This is an optimization exercise on Yosys and OpenROAD, whose aim is small area, not a production implementation. RTL that was checked went through simulation tests only; none was proved equivalent to the original. Power figures rest on the tool's default switching activity, not on a simulated workload.

## adventureTop
module adventureTop (
	input  logic       turn,
	input  logic       rst,
	input  logic [3:0] buttons,
	input  adventurePkg::pixelX_t    pixelX,
	input  adventurePkg::pixelY_t    pixelY,
	input  logic       blank,
	input  adventurePkg::color_t     mapPixel,
	output adventurePkg::color_t     color,
	output adventurePkg::roomCoord_t roomX,
	output adventurePkg::roomCoord_t roomY,
	output adventurePkg::color_t     roomColor
);
export LEC_CHECK = 0
export CAP_MARGIN = 0
export CORE_MARGIN = 2
export CORE_UTILIZATION = 66
export CTS_BUF_LIST = sky130_fd_sc_hd__clkbuf_8
export GPL_TIMING_DRIVEN = 0
export SETUP_SLACK_MARGIN = 0.08
export SLEW_MARGIN = 0
create_clock -name core_clock -period 5.0 [get_ports {turn}]
standard.sh (not shown) runs the stock make flow with config.mk's settings and CLKGATE_MAP_FILE= SYNTH_SCRIPT=/design/flow/synth_recipe.tcl, a recipe that flattens the netlist after the stock synthesis.
==> flow/flow/run.sh <==
#!/bin/bash
# Layout flow: the standard flow, except that the port buffers are the
# smallest buffer cell and clock tree synthesis uses larger sink clusters and
# no dummy loads. The flow's output goes to standard.log here; each step's
# log is kept in orfs/logs/ by the flow scripts.
set -o pipefail
bash standard.sh finish "BUFFER_PORTS_ARGS=-buffer_cell sky130_fd_sc_hd__buf_1" \
	"CTS_ARGS=-sink_clustering_enable -repair_clock_nets -buf_list sky130_fd_sc_hd__clkbuf_8 -dont_use_dummy_load -sink_clustering_size 20 -sink_clustering_max_diameter 80" \
	> standard.log 2>&1
The starting point finished with timing, DRC and antenna clean.
Next try:
--- a/flow/design.v
+++ b/flow/design.v
@@ -74,21 +74,21 @@
 	input  adventurePkg::pixelX_t    pixelX,
 	input  adventurePkg::pixelY_t    pixelY,
 	input  logic       blank,
 	input  adventurePkg::color_t     mapPixel,
 	output adventurePkg::color_t     color,
 	output adventurePkg::roomCoord_t roomX,
 	output adventurePkg::roomCoord_t roomY,
 	output adventurePkg::color_t     roomColor
 );
 	localparam int KX = -16;
-	localparam int KY = -20;
+	localparam int KY = -11;
 	localparam int OX = 15 - KX;   
 	localparam int QY = -KY;       
 	logic [3:0] count;
 	logic       step;
 	logic       bump;
 	logic [9:0] px_n, cx_n, ox_n;
 	logic [8:0] py_n, cy_n, oy_n;
 	logic       yU, bU;
 	logic       jpF, jpS;   
 	logic [1:0] held;
Result: The changed run passed the timing, DRC and antenna checks; maximum frequency goes down slightly; cell area goes up by a few percent; routed wire length goes up by a little under a tenth; worst hold slack improves by 4.8 ps; worst setup slack degrades by 43 ps; clock power is about the same; register-to-register slack degrades by 40 ps; sequential cell count stays the same; cell count goes up by a few percent; combinational power goes up by about a fifth; die area goes up by a few percent.
Only the layout flow was run in the second run of this note; the RTL was not checked for function there.


Another version of the RTL of adventureTop (not shown whole).
Size: roughly 89 flip-flops, ~58 I/O pins, roughly 7800 sq um of cells after synthesis.
==> flow/config.mk <==
export PLATFORM = sky130hd
export DESIGN_NAME = adventureTop
export DESIGN_NICKNAME = adventureTop
export VERILOG_FILES = /design/flow/design.v
export SDC_FILE = /design/flow/constraint.sdc
export NUM_CORES = 4
export LEC_CHECK = 0
export CAP_MARGIN = 0
export CORE_MARGIN = 2
export CORE_UTILIZATION = 70
export CTS_BUF_LIST = sky130_fd_sc_hd__clkbuf_8
export GPL_TIMING_DRIVEN = 0
export SETUP_SLACK_MARGIN = 0.15
export SLEW_MARGIN = 0
==> flow/constraint.sdc <==
create_clock -name core_clock -period 5.0 [get_ports {turn}]
set_input_delay 1.0000 -clock core_clock [delete_from_list [all_inputs] [get_ports {turn}]]
set_output_delay 1.0000 -clock core_clock [all_outputs]
set_load 0.01 [all_outputs]
Scripts as last shown in full above: flow/flow/run.sh
The starting point went through all stages and came out clean.
Next try:
--- a/flow/design.v
+++ b/flow/design.v
@@ -394,30 +394,28 @@
 			end else if (goL) begin
 				roomX <= leftRoomX;
 				roomY <= leftRoomY;
 			end
 			if (step)
 				rc <= roomCode(roomX, roomY);
 		end
 	end
-	logic onO, atUnlock, pick;
+	logic onO, atUnlock, pickO, pick;
 	logic [9:0] dkX;
 	logic [8:0] dkY;
 	assign dkX = add10(ox_n, ~px_n);
 	assign dkY = add9(oy_n, ~py_n);
-	logic onX, onY;
-	always_ff @(posedge turn) begin
-		onX <= !pxIn(ox_n, 977, 1008) && in10(dkX, 15, 45);
-		onY <= in9(oy_n, -503 - KY, -4 - KY) && in9(dkY, -4, 6);
-	end
-	assign onO = onX && onY;
+	assign onO = !pxIn(ox_n, 977, 1008) && in10(dkX, 15, 45)
+		&& in9(oy_n, -503 - KY, -4 - KY) && in9(dkY, -4, 6);
 	assign atUnlock = pxIn(px_n, 289, 351) && pyIn(py_n, 0, 359);
-	assign pick = onO && (held == 2'd1 ? (inBRoom && !bU)
+	assign pickO = onO && (held == 2'd1 ? (inBRoom && !bU)
 		: held == 2'd2 ? (inYRoom && !yU) : (inYRoom || inBRoom));
+	always_ff @(posedge turn)
+		pick <= pickO;
 	always_ff @(posedge turn) begin
 		if (step && pick) begin
 			cx_n <= ox_n;
 			cy_n <= oy_n;
 		end else if (step && held != 2'd0) begin
 			cx_n <= px_n;
 			cy_n <= py_n;
 		end
Clock skew drops by 3.1 ps.
Hold slack gets better by 8.2 ps.
Synthesized area drops by 3.6%.
Design area drops by 2.4%.
Wire length drops by 0.87%.
Sequential cell count drops by 1.
Via count drops by 0.54%.
Only the layout flow was run in the first run of this note; the RTL was not checked for function there.


main:
RTL: one of the versions met above, not the one the previous note started from.
For scale: ~900 cells after synthesis, ~88 flip-flops, roughly 58 I/O pins.
## adventureTop
module adventureTop (
	input  logic       turn,
	input  logic       rst,
	input  logic [3:0] buttons,
	input  adventurePkg::pixelX_t    pixelX,
	input  adventurePkg::pixelY_t    pixelY,
	input  logic       blank,
	input  adventurePkg::color_t     mapPixel,
	output adventurePkg::color_t     color,
	output adventurePkg::roomCoord_t roomX,
	output adventurePkg::roomCoord_t roomY,
	output adventurePkg::color_t     roomColor
);
export LEC_CHECK = 0
export CAP_MARGIN = 0
export CORE_MARGIN = 2
export CORE_UTILIZATION = 70
export CTS_BUF_LIST = sky130_fd_sc_hd__clkbuf_8
export GPL_TIMING_DRIVEN = 0
export SETUP_SLACK_MARGIN = 0.08
export SLEW_MARGIN = 0
create_clock -name core_clock -period 5.0 [get_ports {turn}]
Scripts as last shown in full above: flow/flow/run.sh
## Diff of input files: the feature branch against main
-- flow/design.v --
<<< main, line 302
		end
	end
	logic [3:0] rightRoomX, rightRoomY, leftRoomX, leftRoomY;
	logic [9:0] nX;
	logic [8:0] nY;
	always_comb begin
		rightRoomX = incR(roomX);
		rightRoomY = roomY;
		leftRoomX = decR(roomX);
		leftRoomY = roomY;
		if (isR(roomX, 1) && isR(roomY, 6)) begin
			rightRoomX = 4'd1;
			rightRoomY = 4'd4;
			leftRoomX = 4'd2;
			leftRoomY = 4'd4;
		end else if (isR(roomX, 2) && isR(roomY, 5)) begin
			rightRoomX = 4'd1;
			rightRoomY = 4'd5;
		end else if (isR(roomX, 2) && isR(roomY, 4)) begin
			rightRoomX = 4'd1;
			rightRoomY = 4'd6;
		end else if (isR(roomX, 1) && isR(roomY, 5)) begin
			leftRoomX = 4'd2;
			leftRoomY = 4'd5;
		end else if (isR(roomX, 1) && isR(roomY, 4)) begin
			leftRoomX = 4'd1;
			leftRoomY = 4'd6;
		end
	end
	function automatic logic [9:0] move10(input logic [9:0] x, input logic mv, input logic neg,
			input logic big);
>>> the feature branch, line 302
		end
	end
	logic [9:0] nX;
	logic [8:0] nY;
	function automatic logic [9:0] move10(input logic [9:0] x, input logic mv, input logic neg,
			input logic big);
<<< main, line 375
		goL = step && !goR && !goD && !goU && pxIn(px_n, 0, 16) && !isR(roomX, 0);
	end
	always_ff @(posedge turn) begin
		if (rst) begin
>>> the feature branch, line 350
		goL = step && !goR && !goD && !goU && pxIn(px_n, 0, 16) && !isR(roomX, 0);
	end
	logic xUp, xDown, ySwap;
	always_comb begin
		xUp = (goR && !(isR(roomX, 1) && isR(roomY, 6))
				&& !(isR(roomX, 2) && (isR(roomY, 4) || isR(roomY, 5))))
			|| (goL && isR(roomX, 1) && (isR(roomY, 5) || isR(roomY, 6)));
		xDown = (goR && isR(roomX, 2) && (isR(roomY, 4) || isR(roomY, 5)))
			|| (goL && !(isR(roomX, 1) && (isR(roomY, 4) || isR(roomY, 5) || isR(roomY, 6))));
		ySwap = (goR && ((isR(roomX, 1) && isR(roomY, 6)) || (isR(roomX, 2) && isR(roomY, 4))))
			|| (goL && isR(roomX, 1) && (isR(roomY, 4) || isR(roomY, 6)));
	end
	always_ff @(posedge turn) begin
		if (rst) begin
<<< main, line 385
			px_n <= goR ? pxRep(ENTRY_LEFT) : goL ? pxRep(ENTRY_RIGHT) : nX;
			py_n <= goD ? pyRep(ENTRY_TOP) : goU ? pyRep(ENTRY_BOTTOM) : nY;
			if (goR) begin
				roomX <= rightRoomX;
				roomY <= rightRoomY;
			end else if (goD) begin
				roomY <= incR(roomY);
			end else if (goU) begin
				roomY <= decR(roomY);
			end else if (goL) begin
				roomX <= leftRoomX;
				roomY <= leftRoomY;
			end
			if (step)
				rc <= roomCode(roomX, roomY);
>>> the feature branch, line 370
			px_n <= goR ? pxRep(ENTRY_LEFT) : goL ? pxRep(ENTRY_RIGHT) : nX;
			py_n <= goD ? pyRep(ENTRY_TOP) : goU ? pyRep(ENTRY_BOTTOM) : nY;
			roomX <= xUp ? incR(roomX) : xDown ? decR(roomX) : roomX;
			roomY <= goD ? incR(roomY) : goU ? decR(roomY) : {roomY[3:2], roomY[1] ^ ySwap, roomY[0]};
			if (step)
				rc <= roomCode(roomX, roomY);
### Flow results
The feature branch closes out successfully: all stages finished, all timing, DRC and antenna checks passed. The feature branch vs. main: worst hold slack rose 0.0061 ns; final standard cell count with taps included and fillers excluded shrank by about 2.2%; switching component of the power fell by about 0.6%. Lower cell area among the feature branch and main: the feature branch. Summary: worst setup margin, the feature branch worse than main. The run with more routed wire is the feature branch, not main.

## static timing again, ports no longer ideal
The results above use ideal ports. As a check the final layouts listed here were re-extracted and re-timed, cells and wires unchanged. Step 1, drivers: a clkbuf_16 drives turn and a buf_2 each remaining input, both assumed. Step 2 moves the port delays by t, midway between the first and last clock arrival at a register: inputs arrive t later, outputs are due t later. That takes back most of the time a late clock gives input paths. Three values: ideal ports, drivers, drivers and shift; two values: the first two.
| run | t (ns) | setup WS [ns] | hold slack, ns | cell pins on the clock port's net |
|---|---|---|---|---|
| the first run of note 1 | 0.414 | 0.208 / 0.208 / -0.176 | 0.426 / 0.426 / 0.426 | 1 |
| the second run of note 1 | 0.408 | 0.165 / 0.165 / -0.192 | 0.431 / 0.431 / 0.431 | 1 |
| the first run of note 2 | 0.401 | 0.204 / 0.218 / -0.183 | 0.453 / 0.453 / 0.453 | 1 |
| the second run of note 2 | 0.412 | 0.242 / 0.253 / -0.159 | 0.461 / 0.461 / 0.461 | 1 |
| main | 0.414 | 0.192 / 0.203 / -0.211 | 0.462 / 0.462 / 0.462 | 1 |
| the feature branch | 0.394 | 0.185 / 0.194 / -0.200 | 0.468 / 0.468 / 0.468 | 1 |
With both steps, setup timing fails in every run listed, where it was met with ideal ports. The setup slack of main, which loses most, moves by +0.011 ns with the drivers and by -0.403 ns with both steps.
